Background: an optimization exercise with open tools, aiming at small area. Do not read the settings as production practice.
In this exercise RTL edits were held to simulation tests only and were not proved equivalent to the original.
Power is estimated from default activity; no workload was simulated.

==> flow/design.v <==
`default_nettype none
package pc_pkg;
    typedef enum logic [2:0] {
        F3_BEQ  = 3'b000,
        F3_BNE  = 3'b001,
        F3_BLT  = 3'b100,
        F3_BGE  = 3'b101,
        F3_BLTU = 3'b110,
        F3_BGEU = 3'b111
    } funct3_e;
    typedef logic [1:0] cnt_t;
    localparam cnt_t CNT_RESET = 2'b01;    
    localparam cnt_t CNT_MAX   = 2'b11;    
    localparam cnt_t CNT_MIN   = 2'b00;    
    function automatic cnt_t cnt_step(input cnt_t cnt, input logic taken);
        if (taken) begin
            cnt_step = (cnt == CNT_MAX) ? CNT_MAX : cnt + 2'b01;
        end else begin
            cnt_step = (cnt == CNT_MIN) ? CNT_MIN : cnt - 2'b01;
        end
    endfunction
endpackage
`default_nettype wire
`default_nettype none
module bht_btb
#(
    parameter int XLEN  = 32,
    parameter int IDX_W = 6,
    parameter int TAG_W = 8
) (
    input  logic             clk,
    input  logic             rst,
    input  logic [IDX_W-1:0] rd_idx,
    input  logic [TAG_W-1:0] rd_tag_cmp,
    output logic             rd_hit,
    output logic [XLEN-1:0]  rd_tgt,
    input  logic             upd_en,
    input  logic             upd_branch,
    input  logic             upd_jump,
    input  logic             upd_taken,
    input  logic [IDX_W-1:0] upd_idx,
    input  logic [TAG_W-1:0] upd_tag,
    input  logic [XLEN-1:0]  upd_tgt
);
    localparam int ENTRIES = 1 << IDX_W;
    localparam int DW      = TAG_W + XLEN;    
    localparam int RW      = DW + 1;          
    logic r_pol;
    always_ff @(posedge clk or posedge rst) begin
        if (rst) r_pol <= 1'b0;
        else     r_pol <= ~r_pol;
    end
    logic [ENTRIES-1:0] w_cnt_we;      
    logic [ENTRIES-1:0] w_rd_oh;
    logic [7:0] w_rd_hi;
    logic [7:0] w_rd_lo;
    assign w_rd_hi = 8'(1) << rd_idx[5:3];
    assign w_rd_lo = 8'(1) << rd_idx[2:0];
    for (genvar i = 0; i < ENTRIES; i++) begin : g_rsel
        logic w_sel_n;
        npc_nand2 u_n (.a(w_rd_hi[i/8]), .b(w_rd_lo[i%8]), .y(w_sel_n));
        npc_inv   u_i (.a(w_sel_n), .y(w_rd_oh[i]));
    end
    logic w_cnt_en;
    logic w_dat_en;
    assign w_cnt_en = upd_en & (upd_branch | upd_jump);
    assign w_dat_en = upd_en & upd_taken;
    logic [7:0] w_hi;
    logic [7:0] w_hi_n;
    logic [7:0] w_lo_c;
    logic [7:0] w_lo_c_n;
    logic [7:0] w_lo_d;
    assign w_hi     = 8'(1) << upd_idx[5:3];
    assign w_hi_n   = ~w_hi;
    assign w_lo_c   = {8{w_cnt_en}} & (8'(1) << upd_idx[2:0]);
    assign w_lo_c_n = ~w_lo_c;
    assign w_lo_d   = {8{w_dat_en}} & (8'(1) << upd_idx[2:0]);
    logic [1:0] w_cu_raw;
    logic       w_cu1;
    logic       w_cu0;
    logic       w_cn1;
    logic       w_cn0;
    assign w_cu1 = w_cu_raw[1] ^ r_pol;
    assign w_cu0 = ~(w_cu_raw[0] ^ r_pol);
    always_comb begin
        if (upd_jump) begin
            w_cn1 = 1'b1;
            w_cn0 = 1'b1;
        end else if (upd_taken) begin
            w_cn1 = w_cu1 | w_cu0;
            w_cn0 = w_cu1 | ~w_cu0;
        end else begin
            w_cn1 = w_cu1 & w_cu0;
            w_cn0 = w_cu1 & ~w_cu0;
        end
    end
    logic [1:0]    w_cw;
    logic [DW-1:0] w_dw;
    logic [1:0] w_cw_n;
    assign w_cw_n = ~({w_cn1, ~w_cn0} ^ {2{r_pol}});
    for (genvar b = 0; b < 2; b++) begin : g_cw
        npc_inv u_i (.a(w_cw_n[b]), .y(w_cw[b]));
    end
    for (genvar b = 0; b < DW; b++) begin : g_dw
        logic w_dw_n;
        npc_xnor2 u_x (.a(b < XLEN ? upd_tgt[b % XLEN] : upd_tag[(b - XLEN) % TAG_W]), .b(r_pol), .y(w_dw_n));
        npc_inv   u_i (.a(w_dw_n), .y(w_dw[b]));
    end
    logic [1:0]    w_c_arr [ENTRIES];
    logic [DW-1:0] w_d_arr [ENTRIES];
    for (genvar i = 0; i < ENTRIES; i++) begin : g_entry
        logic [1:0]    r_cnt;     
        logic [DW-1:0] r_data;    
        logic [1:0]    w_cnt_nx;
        logic [DW-1:0] w_data_nx;
        logic          w_cwe;
        logic          w_ckeep;
        logic [2:0]    w_dwe;      
        logic [2:0]    w_dkeep;
        npc_nor2  u_cwe   (.a(w_hi_n[i/8]), .b(w_lo_c_n[i%8]), .y(w_cwe));
        npc_nand2 u_ckeep (.a(w_hi[i/8]),   .b(w_lo_c[i%8]),   .y(w_ckeep));
        for (genvar h = 0; h < 3; h++) begin : g_half
            npc_nand2 u_dkeep (.a(w_hi[i/8]), .b(w_lo_d[i%8]), .y(w_dkeep[h]));
            npc_inv   u_dwe   (.a(w_dkeep[h]), .y(w_dwe[h]));
        end
        for (genvar b = 0; b < 2; b++) begin : g_cbit
            npc_o22ai u_sel (.a1(r_cnt[b]), .a2(w_cwe), .b1(w_cw[b]), .b2(w_ckeep), .y(w_cnt_nx[b]));
        end
        for (genvar b = 0; b < DW; b++) begin : g_dbit
            npc_o22ai u_sel (.a1(r_data[b]), .a2(w_dwe[b*3/DW]), .b1(w_dw[b]), .b2(w_dkeep[b*3/DW]),
                             .y(w_data_nx[b]));
        end
        always_ff @(posedge clk or posedge rst) begin
            if (rst) r_cnt <= 2'b00;
            else     r_cnt <= w_cnt_nx;
        end
        always_ff @(posedge clk) begin
            r_data <= w_data_nx;
        end
        assign w_cnt_we[i] = w_cwe;
        assign w_c_arr[i]  = r_cnt;
        assign w_d_arr[i] = r_data;
    end
    logic [RW-1:0] w_rd_raw;
    logic [RW-1:0] w_rd;
    for (genvar b = 0; b < RW; b++) begin : g_rbit
        logic [ENTRIES-1:0] w_col;
        for (genvar i = 0; i < ENTRIES; i++) begin : g_col
            if (b < DW) begin : g_d
                assign w_col[i] = w_d_arr[i][b];
            end else begin : g_c
                assign w_col[i] = w_c_arr[i][1];
            end
        end
        npc_rdmux64 u_mux (.sel(w_rd_oh), .d(w_col), .y(w_rd_raw[b]));
    end
    for (genvar b = 0; b < 2; b++) begin : g_ubit
        logic [ENTRIES-1:0] w_col;
        for (genvar i = 0; i < ENTRIES; i++) begin : g_col
            assign w_col[i] = w_c_arr[i][b];
        end
        npc_rdmux64 u_mux (.sel(w_cnt_we), .d(w_col), .y(w_cu_raw[b]));
    end
    assign w_rd   = w_rd_raw ^ {RW{r_pol}};
    assign rd_hit = w_rd[DW] & (w_rd[XLEN +: TAG_W] == rd_tag_cmp);
    assign rd_tgt = w_rd[XLEN-1:0];
endmodule
module npc_rdmux64 (
    input  logic [63:0] sel,
    input  logic [63:0] d,
    output logic        y
);
    logic [21:0] w_g;     
    logic [5:0]  w_h;     
    logic [2:0]  w_k;     
    for (genvar k = 0; k < 21; k++) begin : g_a
        npc_a222oi u_g (.a1(sel[3*k]),   .a2(d[3*k]),
                        .b1(sel[3*k+1]), .b2(d[3*k+1]),
                        .c1(sel[3*k+2]), .c2(d[3*k+2]), .y(w_g[k]));
    end
    npc_nand2 u_g21 (.a(sel[63]), .b(d[63]), .y(w_g[21]));
    for (genvar k = 0; k < 5; k++) begin : g_b
        npc_nand4 u_h (.a(w_g[4*k]), .b(w_g[4*k+1]), .c(w_g[4*k+2]), .d(w_g[4*k+3]), .y(w_h[k]));
    end
    npc_nand2 u_h5 (.a(w_g[20]), .b(w_g[21]), .y(w_h[5]));
    for (genvar k = 0; k < 3; k++) begin : g_c
        npc_nor2 u_k (.a(w_h[2*k]), .b(w_h[2*k+1]), .y(w_k[k]));
    end
    npc_nand3 u_y (.a(w_k[0]), .b(w_k[1]), .c(w_k[2]), .y(y));
endmodule
module npc_o22ai (
    input  logic a1, a2, b1, b2,
    output logic y
);
    assign y = ~((a1 | a2) & (b1 | b2));
endmodule
module npc_a222oi (
    input  logic a1, a2, b1, b2, c1, c2,
    output logic y
);
    assign y = ~((a1 & a2) | (b1 & b2) | (c1 & c2));
endmodule
module npc_nand2 (
    input  logic a, b,
    output logic y
);
    assign y = ~(a & b);
endmodule
module npc_nand4 (
    input  logic a, b, c, d,
    output logic y
);
    assign y = ~(a & b & c & d);
endmodule
module npc_nand3 (
    input  logic a, b, c,
    output logic y
);
    assign y = ~(a & b & c);
endmodule
module npc_nor2 (
    input  logic a, b,
    output logic y
);
    assign y = ~(a | b);
endmodule
`default_nettype wire
`default_nettype none
module npc_a22o (
    input  logic a1, a2, b1, b2,
    output logic y
);
    assign y = (a1 & a2) | (b1 & b2);
endmodule
module npc_inv (
    input  logic a,
    output logic y
);
    assign y = ~a;
endmodule
module npc_xor2 (
    input  logic a, b,
    output logic y
);
    assign y = a ^ b;
endmodule
module npc_xnor2 (
    input  logic a, b,
    output logic y
);
    assign y = ~(a ^ b);
endmodule
`default_nettype wire
`default_nettype none
module next_pc_predictor
#(
    parameter int              XLEN        = 32,
    parameter logic [XLEN-1:0] RESET_PC    = '0,
    parameter int              BHT_ENTRIES = 64,
    parameter int              TAG_W       = 8
) (
    input  logic            clk,
    input  logic            rst,
    input  logic            stall,
    output logic [XLEN-1:0] pc,
    output logic            pred_taken,
    output logic [XLEN-1:0] pred_target,
    input  logic            ex_valid,
    input  logic [XLEN-1:0] ex_pc,
    input  logic            ex_branch,
    input  logic            ex_jump,
    input  logic            ex_jalr,
    input  logic [2:0]      ex_funct3,
    input  logic            zero,
    input  logic            less,
    input  logic            less_unsigned,
    input  logic [XLEN-1:0] ex_branch_target,
    input  logic [XLEN-1:0] ex_jalr_target,
    input  logic            ex_pred_taken,
    input  logic [XLEN-1:0] ex_pred_target,
    input  logic            is_ecall,
    input  logic            is_mret,
    input  logic [XLEN-1:0] mtvec,
    input  logic [XLEN-1:0] mepc,
    output logic            flush,
    output logic [31:0]     mispredict_cnt
);
    localparam int IDX_W = $clog2(BHT_ENTRIES);
    logic [XLEN-1:0]  r_pc;
    logic [31:0]      r_mispredict_cnt;
    logic             w_rd_hit;
    logic [XLEN-1:0]  w_rd_tgt;
    logic             w_cond;
    logic             w_act_taken;
    logic             w_jalr_sel;
    logic [XLEN-1:0]  w_act_tgt;
    logic [XLEN-1:0]  w_tgt_diff;
    logic             w_mispredict;
    logic [XLEN-1:0]  w_pc_next;
    logic             w_upd_en;
    logic [XLEN-1:0]  w_pc_plus4;
    logic [XLEN-1:0]  w_ex_pc_plus4;
    logic [31:0]      w_cnt_next;
    logic             w_unused_jalr_lsb;
    assign w_unused_jalr_lsb = ex_jalr_target[0];
    assign w_upd_en = ex_valid & ~is_ecall & ~is_mret;
    bht_btb #(
        .XLEN  (XLEN),
        .IDX_W (IDX_W),
        .TAG_W (TAG_W)
    ) u_bht_btb (
        .clk        (clk),
        .rst        (rst),
        .rd_idx     (r_pc[IDX_W+1:2]),
        .rd_tag_cmp (r_pc[IDX_W+2 +: TAG_W]),
        .rd_hit     (w_rd_hit),
        .rd_tgt     (w_rd_tgt),
        .upd_en     (w_upd_en),
        .upd_branch (ex_branch),
        .upd_jump   (ex_jump),
        .upd_taken  (w_act_taken),
        .upd_idx    (ex_pc[IDX_W+1:2]),
        .upd_tag    (ex_pc[IDX_W+2 +: TAG_W]),
        .upd_tgt    (w_act_tgt)
    );
    logic [XLEN:2] w_pc_c;
    logic [XLEN:2] w_ex_c;
    assign w_pc_c[2] = 1'b1;
    assign w_ex_c[2] = 1'b1;
    for (genvar i = 2; i < XLEN; i++) begin : g_inc
        assign w_pc_plus4[i]    = r_pc[i] ^ w_pc_c[i];
        assign w_pc_c[i+1]      = r_pc[i] & w_pc_c[i];
        assign w_ex_pc_plus4[i] = ex_pc[i] ^ w_ex_c[i];
        assign w_ex_c[i+1]      = ex_pc[i] & w_ex_c[i];
    end
    assign w_pc_plus4[1:0]    = r_pc[1:0];
    assign w_ex_pc_plus4[1:0] = ex_pc[1:0];
    logic w_pred_taken_n;
    assign pred_taken     = w_rd_hit;
    npc_inv u_pt_n (.a(w_rd_hit), .y(w_pred_taken_n));
    for (genvar i = 0; i < XLEN; i++) begin : g_ptgt
        npc_a22o u_m (.a1(pred_taken), .a2(w_rd_tgt[i]), .b1(w_pred_taken_n), .b2(w_pc_plus4[i]),
                      .y(pred_target[i]));
    end
    always_comb begin
        w_cond = 1'b0;
        case (ex_funct3)
            pc_pkg::F3_BEQ:  w_cond = zero;
            pc_pkg::F3_BNE:  w_cond = ~zero;
            pc_pkg::F3_BLT:  w_cond = less;
            pc_pkg::F3_BGE:  w_cond = ~less;
            pc_pkg::F3_BLTU: w_cond = less_unsigned;
            pc_pkg::F3_BGEU: w_cond = ~less_unsigned;
            default: w_cond = 1'b0;
        endcase
    end
    assign w_act_taken = ex_jump | (ex_branch & w_cond);
    assign w_jalr_sel  = ex_jump & ex_jalr;
    logic w_jalr_sel_n;
    npc_inv u_js_n (.a(w_jalr_sel), .y(w_jalr_sel_n));
    assign w_act_tgt[0] = w_jalr_sel_n & ex_branch_target[0];
    for (genvar i = 1; i < XLEN; i++) begin : g_act
        npc_a22o u_m (.a1(w_jalr_sel), .a2(ex_jalr_target[i]), .b1(w_jalr_sel_n), .b2(ex_branch_target[i]),
                      .y(w_act_tgt[i]));
    end
    for (genvar i = 0; i < XLEN; i++) begin : g_diff
        npc_xor2 u_x (.a(w_act_tgt[i]), .b(ex_pred_target[i]), .y(w_tgt_diff[i]));
    end
    assign w_mispredict = ex_valid & (ex_branch | ex_jump) &
                          ((w_act_taken != ex_pred_taken) |
                           (w_act_taken & (|w_tgt_diff)));
    assign flush = is_ecall | is_mret | w_mispredict;
    logic w_sel_mtvec;
    logic w_sel_mepc;
    logic w_sel_act;
    logic w_sel_seq;
    logic w_sel_hold;
    logic w_sel_pred;
    logic [5:0] w_sel_n;
    assign w_sel_n[0] = ~is_ecall;
    assign w_sel_n[1] = ~(~is_ecall & is_mret);
    assign w_sel_n[2] = ~(~is_ecall & ~is_mret & w_mispredict & w_act_taken);
    assign w_sel_n[3] = ~(~is_ecall & ~is_mret & w_mispredict & ~w_act_taken);
    assign w_sel_n[4] = ~(~flush & stall);
    assign w_sel_n[5] = ~(~flush & ~stall);
    npc_inv u_sel0 (.a(w_sel_n[0]), .y(w_sel_mtvec));
    npc_inv u_sel1 (.a(w_sel_n[1]), .y(w_sel_mepc));
    npc_inv u_sel2 (.a(w_sel_n[2]), .y(w_sel_act));
    npc_inv u_sel3 (.a(w_sel_n[3]), .y(w_sel_seq));
    npc_inv u_sel4 (.a(w_sel_n[4]), .y(w_sel_hold));
    npc_inv u_sel5 (.a(w_sel_n[5]), .y(w_sel_pred));
    for (genvar i = 0; i < XLEN; i++) begin : g_next
        logic w_g0;
        logic w_g1;
        npc_a222oi u_g0 (.a1(w_sel_mtvec), .a2(mtvec[i]),
                         .b1(w_sel_mepc),  .b2(mepc[i]),
                         .c1(w_sel_act),   .c2(w_act_tgt[i]), .y(w_g0));
        npc_a222oi u_g1 (.a1(w_sel_seq),   .a2(w_ex_pc_plus4[i]),
                         .b1(w_sel_hold),  .b2(r_pc[i]),
                         .c1(w_sel_pred),  .c2(pred_target[i]), .y(w_g1));
        npc_nand2 u_y (.a(w_g0), .b(w_g1), .y(w_pc_next[i]));
    end
    logic [32:0] w_cnt_ones;
    assign w_cnt_ones[0] = 1'b1;
    for (genvar i = 0; i < 32; i++) begin : g_cnt
        logic w_flip_n;
        assign w_cnt_ones[i+1] = r_mispredict_cnt[i] & w_cnt_ones[i];
        npc_nand2 u_f (.a(w_mispredict), .b(w_cnt_ones[i]), .y(w_flip_n));
        npc_xnor2 u_x (.a(r_mispredict_cnt[i]), .b(w_flip_n), .y(w_cnt_next[i]));
    end
    always_ff @(posedge clk or posedge rst) begin
        if (rst) begin
            r_pc             <= RESET_PC;
            r_mispredict_cnt <= '0;
        end else begin
            r_pc             <= w_pc_next;
            r_mispredict_cnt <= w_cnt_next;
        end
    end
    assign pc             = r_pc;
    assign mispredict_cnt = r_mispredict_cnt;
endmodule
`default_nettype wire
==> flow/flow/run.sh <==
#!/bin/bash
# Own layout flow: the standard layout (standard.sh, all ORFS steps),
# except that the buffers ORFS puts on the ports use the smallest buffer
# cell instead of the one buffer_ports picks by default.
# make's full output goes to standard.log; ORFS keeps each step's log
# under orfs/logs/.
set -euo pipefail
export BUFFER_PORTS_ARGS="-buffer_cell sky130_fd_sc_hd__buf_1"
bash standard.sh > standard.log 2>&1
==> flow/standard.sh <==
#!/bin/bash
# synth_recipe.tcl (not shown) runs the flow's synth.tcl, then flattens the netlist and writes it again
# the make line also repeats each setting of config.mk as NAME=value (left out here)
make -C /OpenROAD-flow-scripts/flow DESIGN_CONFIG=/design/flow/config.mk WORK_HOME=/design/flow/orfs CLKGATE_MAP_FILE= SYNTH_SCRIPT=/design/flow/synth_recipe.tcl "${@:-finish}"
==> flow/config.mk <==
export PLATFORM = sky130hd
export DESIGN_NAME = next_pc_predictor
export DESIGN_NICKNAME = next_pc_predictor
export VERILOG_FILES = /design/flow/design.v
export SDC_FILE = /design/flow/constraint.sdc
export NUM_CORES = 8
export LEC_CHECK = 0
export CAP_MARGIN = 10
export CORE_MARGIN = 2
export CORE_UTILIZATION = 55
export CTS_BUF_LIST = sky130_fd_sc_hd__clkbuf_16
export CTS_CLUSTER_DIAMETER = 100
export CTS_CLUSTER_SIZE = 27
export SETUP_SLACK_MARGIN = 0.1
export SLEW_MARGIN = 15
export SYNTH_HIERARCHICAL = 1
==> flow/constraint.sdc <==
create_clock -name core_clock -period 10.0 [get_ports {clk}]
set_input_delay 2.0000 -clock core_clock [delete_from_list [all_inputs] [get_ports {clk}]]
set_output_delay 2.0000 -clock core_clock [all_outputs]
set_load 0.01 [all_outputs]
==> qor.yml, run 1 <==
cts_setup_buffers: 0
irDropWorstVdd_mv: 0.155
grt_max_degree: 76
synth.cell_area_um2: 91400
start_util: 0.554
fin_skew_ps: 39.8
place.detailed.hpwl_mm: 226
holdBufCountCts: 0
start_kind: "flop"
tns_ps: 0
routed_via_density: 7.71
finalCritPeriodShare: 0.973
yosysTopAreaCell: "dfxtp_1"
wl_mm: 358
path_buf_inv: 1
portBuffers: 304
io_pins: 306
synth_fa_ha_area_frac: 0.00767
synth_top_area_share: 0.561
crit_arrival_ps: 7730
numCtsBuffers: 112
p_sw_frac: 0.249
worstPathMaxFanout: 11
maxSlewViolCount: 0
ys_seq_area_frac: 0.614
synth_mux_area_frac: 0.000110
worst_path_largest_cell_delay_ps: 500
synth-xor-area-share: 0.0140
num_rows: 149
period_needed_ps: 9730
synth_edf_count: 0
drive_gt1_frac: 0.0408
p_int_mw: 14.0
rsz0062_at_grt: "no"
clk_path_buf_depth: 3
clockPowerShare: 0.292
cp_slowest_cell: "dfrtp_2"
worst_slew_pin_slew_ps: 1210
max-cap-violations: 0
finalHoldViolations: 0
ant_nets: 0
synth.distinct_cells: 55
synth_compound_area_frac: 0.297
ys_top_cells_by_area: "dfxtp_1 56%, o22ai_1 18%, a222oi_1 11%"
clk_latency_ps: 810
fin_ws_ps: 273
fin_area_um2: 99400
cts-root-buf: "clkbuf_16"
grt_usage: 0.398
pwr-share-comb: 0.075
seq_power_share: 0.633
synth_warnings: 10
cts_tree: "built"
multi_input_area_um2: 34100
p_switching_mw: 4.63
postSynthAreaPerCell_um2: 11.3
core_um2: 165000
p_per_area_nw_per_um2: 187
pre_cts_ws_ps: 979
hold_class: "flop to flop"
path_clk_slew_ps: 110
drtPass1Iterations: 10
hold_slack_ps: 445
max_freq_mhz: 103
die_h_um: 412
wire_per_inst_um: 32.9
critical_path_class: "flop to output port"
fillers: 14000
regArea_um2: 56100
grt_pass1_wl_mm: 511
critPathCaptureType: "output port"
vias: 83700
area_growth_pct: 8.75
htreeDepth: 3
cellLeakagePower_nw: 37.6
die_area_um2: 169000
synth_seq_cells: 2753
grt-ovfl-total: 0
setup-violations-final: 0
numClockSinks: 2753
die_w_um: 412
crit_top_cell: "ha_1"
synth_top_family_by_area: "compound AO/OA/AOI/OAI gates"
antenna_found_initial: 10
grt_pass1_vias: 75700
critPathRequiredTime_ps: 8000
synth-simple-area-share: 0.0529
dpl_cell_area_um2: 96400
place_congestion: 0.965
ys_async_sr_fraction: 0.0701
outcome: "complete, no violations"
drtIter0Drc: 15800
relSlewSlack: 0.189
post_cts_resize_count: 0
drc: 0
synthCells: 8092
critPathTopFamily: "adder cells"
synth_nets: 8356
nets: 8909
ys.flop_type: "dfxtp_1"
-- cell usage in the layout, fill, tap and decap left out, types with 68 or more instances in the layout --
cell       instances
a222oi_1         967
buf_1            304
buf_4            144
clkbuf_16        114
dfrtp_1          191
dfxtp_1         2560
inv_1            268
nand2_1          490
nand4_1          219
nor2_1           207
o22ai_1         2688
xnor2_1           78
xor2_1            68
-- modules after synthesis, one instance, submodules excluded, excerpt --
module             cell area [um2]  cells inside  copies in the design  flops+latches
npc_xor2                      8.76             1                    32              0
npc_a222oi                    10.0             1                   967              0
next_pc_predictor             2900           213                     1             64
npc_inv                       3.75             1                   306              0
npc_nand4                     6.26             1                   215              0
npc_nor2                      3.75             1                   193              0
npc_o22ai                     6.26             1                  2688              0
-- path summary, 6_finish.rpt --
| check | startpoint | to | slack (ps) | cells after the start |
|---|---|---|---|---|
| max | r_pc[3] | pred_target[31] | 270 | 31 |
| min | u_bht_btb.g_entry[59].r_data[7] | u_bht_btb.g_entry[59].r_data[7] | 450 | 1 |
| max reg2reg | r_pc[3] | r_pc[31] | 2710 | 32 |
| min reg2reg | u_bht_btb.g_entry[59].r_data[7] | u_bht_btb.g_entry[59].r_data[7] | 450 | 1 |
| max in group asynchronous | rst | u_bht_btb.r_pol | 6900 | 3 |
| min in group asynchronous | rst | r_mispredict_cnt[0] | 1410 | 2 |
-- worst reg2reg max path, delay by kind of cell (launching register included) --
kind,cells,cell delay (ps)
XOR/XNOR,1,170
AND/OR/NAND/NOR,1,80
AO/OA/AOI/OAI,2,510
flip-flops,1,500
adder cells (fa/ha/maj),28,5900
-- cells by family after synthesis --
group,after synthesis
adders and majority gates,56
and+or+nand+nor,1055
buffers and inverters,346
other,1
muxes,1
AOI/OAI and AO/OA,3734
xor gates and xnor gates,146
DFF,2753
-- cell type report --
| cell class | count | share of cell area |
|---|---|---|
| Clock inverter | 21 | 0.00125 |
| Clock buffer | 114 | 0.0287 |
| Antenna cell | 1 | 0.0000252 |
| Multi-Input combinational cell | 4993 | 0.343 |
| Timing Repair Buffer | 448 | 0.0224 |
| Sequential cell | 2753 | 0.564 |
| Tap cell | 2189 | 0.0276 |
| Inverter | 337 | 0.0128 |
-- synth_stat cells, types with 2 or more instances --
library cell  number
a21oi_1            3
a222oi_1         967
a22o_1            63
and2_1            10
and2b_1            2
and3_1            14
and3_2             2
and3b_1            2
buf_2              4
buf_4              3
clkbuf_1           2
dfrtp_1          193
dfxtp_1         2560
ha_1              56
inv_1            337
nand2_1          490
nand2b_1           2
nand3_1           56
nand3_2            2
nand3b_1           3
nand4_1          219
nor2_1           213
nor2b_1            5
nor3_1             9
nor3_2             2
nor3b_1            6
nor4_1             6
o22ai_1         2688
or3_1              3
xnor2_1           78
xor2_1            68
-- stage by stage --
stage | power [mW] | std cells | utilization
detailed placement | 13.4 | 10700 | 0.584
global placement | 13.3 | 10700 | 0.584
floorplan | 12.7 | 8092 | -
CTS | 18.6 | 10900 | 0.602
global route | 19.1 | 10900 | 0.602
finish | 18.6 | 10900 | 0.602
-- registers in the layout (all words and copies together), names as in the netlist --
name and cells:
u_bht_btb.r_pol 1, u_bht_btb.g_entry.r_data 2560, u_bht_btb.g_entry.r_cnt 128, r_pc 32, r_mispredict_cnt 32
-- metal layers --
metal  track usage  wire [um]  vias to the layer above
met5             0         15                        -
met4         0.193      19400                        4
li1              -          -                    35500
met3        0.0986      44500                      776
met1         0.562     142000                    41800
met2         0.569     152000                     5636
-- power groups by stage --
stage / registers [mW] / clock network [mW] / logic, mW
floorplan: 12.0 / 0 / 0.770
global placement: 12.0 / 0 / 1.31
detailed placement: 12.0 / 0 / 1.35
CTS: 11.8 / 5.47 / 1.35
global route: 11.8 / 5.84 / 1.45
finish: 11.8 / 5.44 / 1.40
==> inputs of run 2 (changes only) <==
--- a/flow/config.mk
+++ b/flow/config.mk
@@ -10,7 +10,7 @@
 export CORE_UTILIZATION = 55
 export CTS_BUF_LIST = sky130_fd_sc_hd__clkbuf_16
 export CTS_CLUSTER_DIAMETER = 100
-export CTS_CLUSTER_SIZE = 27
+export CTS_CLUSTER_SIZE = 30
 export SETUP_SLACK_MARGIN = 0.1
 export SLEW_MARGIN = 15
 export SYNTH_HIERARCHICAL = 1
==> qor.yml, run 2 <==
antenna_found_initial: 11  # +1
critPathRequiredTime_ps: 8000  # about the same
finalCritPeriodShare: 0.969  # -0.00345
hold_path_end: "u_bht_btb.g_entry[59].r_data[7]"
synth_seq_cells: 2753  # unchanged
wl_mm: 358  # about the same
tns_ps: 0  # unchanged
synth.most_common_cell: "o22ai_1"
path_clk_slew_ps: 110  # about the same
hold_slack_ps: 447  # +1.70 ps
cts_tree: "built"
largest_reg_flops: 2560  # unchanged
rrSetupSlack_ps: 2750  # +40 ps
critPathCaptureType: "output port"
drtIter0Drc: 16400  # +3.3%
drive_gt1_frac: 0.0403  # -0.000549
drc: 0  # unchanged
period_needed_ps: 9690  # -34.5 ps
ant_nets: 0  # unchanged
fin_ws_ps: 307  # +34.5 ps
hold_class: "flop to flop"
synth_top_area_share: 0.561  # unchanged
mostFrequentLayoutCells: "2688 x o22ai_1, 2560 x dfxtp_1, 967 x a222oi_1, 490 x nand2_1, 304 x buf_1"
critical_path_class: "flop to output port"
synthCells: 8092  # unchanged
postSynthAreaPerCell_um2: 11.3  # unchanged
clk_latency_ps: 790  # -20 ps
rsz0062_at_grt: "no"
synth_warnings: 10  # unchanged
grt_max_degree: 76  # unchanged
critPathTopFamily: "adder cells"
synth.distinct_cells: 55  # unchanged
fin_area_um2: 99200  # -0.17%
ys.flop_type: "dfxtp_1"
start_kind: "flop"
core_um2: 165000  # unchanged
cellLeakagePower_nw: 37.5  # -0.24%
worst_slew_pin_slew_ps: 1230  # +20.8 ps
setup-violations-final: 0  # unchanged
holdBufCountCts: 0  # unchanged
nets: 8899  # -0.11%
irDropWorstVdd_mv: 0.150  # -2.7%
final_common_cell: "o22ai_1"
drtPass1Iterations: 13  # +3
area_growth_pct: 8.57
cp_slowest_cell: "dfrtp_2"
finalHoldViolations: 0  # unchanged
placed_cells: 10700  # unchanged
reg_top3: "u_bht_btb.g_entry.r_data: 2560 flops, u_bht_btb.g_entry.r_cnt: 128 flops"
start_util: 0.554  # unchanged
ys_top_cells_by_area: "dfxtp_1 56%, o22ai_1 18%, a222oi_1 11%"
pre_cts_ws_ps: 979  # unchanged
ys_seq_area_frac: 0.614  # unchanged
place.detailed.hpwl_mm: 226  # unchanged
die_area_um2: 169000  # unchanged
path_buf_inv: 1  # unchanged
top_register: "u_bht_btb.g_entry.r_data"
grt_usage: 0.398  # about the same
portBuffers: 304  # unchanged
fin_cells: 10900  # -0.046%
total_power_mw: 18.5  # -0.71%
synth.cell_area_um2: 91400  # unchanged
numCtsBuffers: 102  # -8.9%
crit_top_cell: "ha_1"
max_freq_mhz: 103  # +0.36%
vias: 83400  # -0.33%
dpl_cell_area_um2: 96400  # unchanged
min_path_cells: 1  # unchanged
synth_common_cells: "2688 x o22ai_1, 2560 x dfxtp_1, 967 x a222oi_1"
grt_pass1_vias: 75500  # -0.29%
numClockSinks: 2753  # unchanged
htreeDepth: 3  # unchanged
synth_nets: 8356  # unchanged
utilization: 0.601  # -0.00105
num_rows: 149  # unchanged
grt-ovfl-total: 0  # unchanged
routed_via_density: 7.69  # -0.29%
fin_skew_ps: 26.8  # -13.0 ps
r2r-end: "r_pc[31]"
outcome: "complete, no violations"
clk_path_buf_depth: 3  # unchanged
min_from: "u_bht_btb.g_entry[59].r_data[7]"
p_per_area_nw_per_um2: 186  # -0.54%
max-cap-violations: 0  # unchanged
die_w_um: 412  # unchanged
ys_async_sr_fraction: 0.0701  # unchanged
die_h_um: 412  # unchanged
crit_arrival_ps: 7690  # -40 ps
maxSlewViolCount: 0  # unchanged
worst_path_largest_cell_delay_ps: 500  # about the same
wire_per_inst_um: 33.0  # about the same
place_congestion: 0.965  # unchanged
io_pins: 306  # unchanged
grt_pass1_wl_mm: 511  # about the same
worstRegToRegCells: 32  # unchanged
relSlewSlack: 0.182  # -0.00714
yosysTopAreaCell: "dfxtp_1"
r2r-start: "r_pc[3]"
worstPathMaxFanout: 11  # unchanged
synth_edf_count: 0  # unchanged
cts-root-buf: "clkbuf_16"
==> run 2: kinds of logic after synthesis <==
logic type | share of synthesized area
other | 0.0000410
AO/OA/AOI/OAI | 0.297
AND/OR/NAND/NOR | 0.0529
buffers and inverters | 0.0144
multiplexers | 0.000110
adder cells (fa/ha/maj) | 0.00767
flip-flops | 0.614
XOR/XNOR | 0.0140
==> run 2: per-module statistics from Yosys (local to each module, per instance), a selection <==
module	area, um2	times used	cells inside
npc_a222oi	10.0	967	1
npc_nand2	3.75	470	1
npc_o22ai	6.26	2688	1
npc_xnor2	8.76	72	1
npc_nand4	6.26	215	1
npc_nor2	3.75	193	1
npc_a22o	8.76	63	1
npc_nand3	5.00	43	1
==> run 2: report_power, final <==
part / total, mW / switching [mW] / leakage (nW) / internal, mW
Sequential: 11.8 / 0.311 / 26.0 / 11.5
Clock: 5.31 / 3.36 / 1.44 / 1.95
Combinational: 1.40 / 0.944 / 10.1 / 0.452
==> run 2: how the worst max path moves through the flow <==
| stage | to | slack [ps] | cells after the start | startpoint |
|---|---|---|---|---|
| final | pred_target[31] | 310 | 31 | r_pc[3] |
| after global placement | r_pc[31] | 920 | 33 | ex_pc[2] |
| after CTS | pred_target[31] | 170 | 31 | r_pc[3] |
| after floorplan | pred_target[31] | 2270 | 30 | r_pc[2] |
| after detailed placement | r_pc[31] | 980 | 33 | ex_pc[2] |
| after global routing | pred_target[31] | 130 | 31 | r_pc[3] |
==> run 2: repair_timing <==
| item | CTS | global route |
|---|---|---|
| setup buffers | 0 | 0 |
| resized for setup | 0 | 2 |
| endpoints found under the setup margin | 0 | 2 |
==> run 2: routing by layer <==
| layer | share of wire | wire, um | global-route usage |
|---|---|---|---|
| met5 | 0.00010 | 36 | 0 |
| met4 | 0.054 | 19300 | 0.188 |
| met2 | 0.42 | 151000 | 0.570 |
| met1 | 0.40 | 144000 | 0.566 |
| met3 | 0.12 | 42900 | 0.0934 |
==> run 2: cell type report <==
type	count	area (um2)
flip-flops and latches	2753	56100
well taps	2189	2740
multi-input cells	4993	34100
inverters	337	1270
clock buffers	107	2680
repair buffers	448	2220
clock inverters	22	133
fillers	14000	65800
diodes	2	5.00
==> run 2: worst register-to-register path: cells and delay by family, from the launching register on <==
kind | cells | cell delay [ps]
flops | 1 | 500
simple gates | 1 | 80
compound gates | 2 | 510
xor+xnor | 1 | 170
fa+ha+maj | 28 | 5880

[re-timing with driven ports]
Ports are ideal in the flow. The routed layouts listed here were re-timed in OpenROAD. Step 1: set_driving_cell puts a clkbuf_16 on clk and a buf_2 on each other input, an assumption about the parent block. Step 2 also shifts input and output timing later by t, the mid clock arrival at the registers, as if the neighbouring blocks saw the same clock. a / b / c = ideal ports / drivers / drivers and shift; a / b = the first two.
run	shift t [ns]	setup slack, ns	hold slack, ns	worst setup path after step 2	slew at the worst register clock pin (ns)
run 1	0.878	0.273 / 0.182 / 0.817	0.445 / 0.445 / 0.445	input to register	0.12 / 0.12
run 2	0.863	0.307 / 0.218 / 0.840	0.447 / 0.447 / 0.447	input to register	0.12 / 0.12
After both steps every run listed still meets setup and hold.
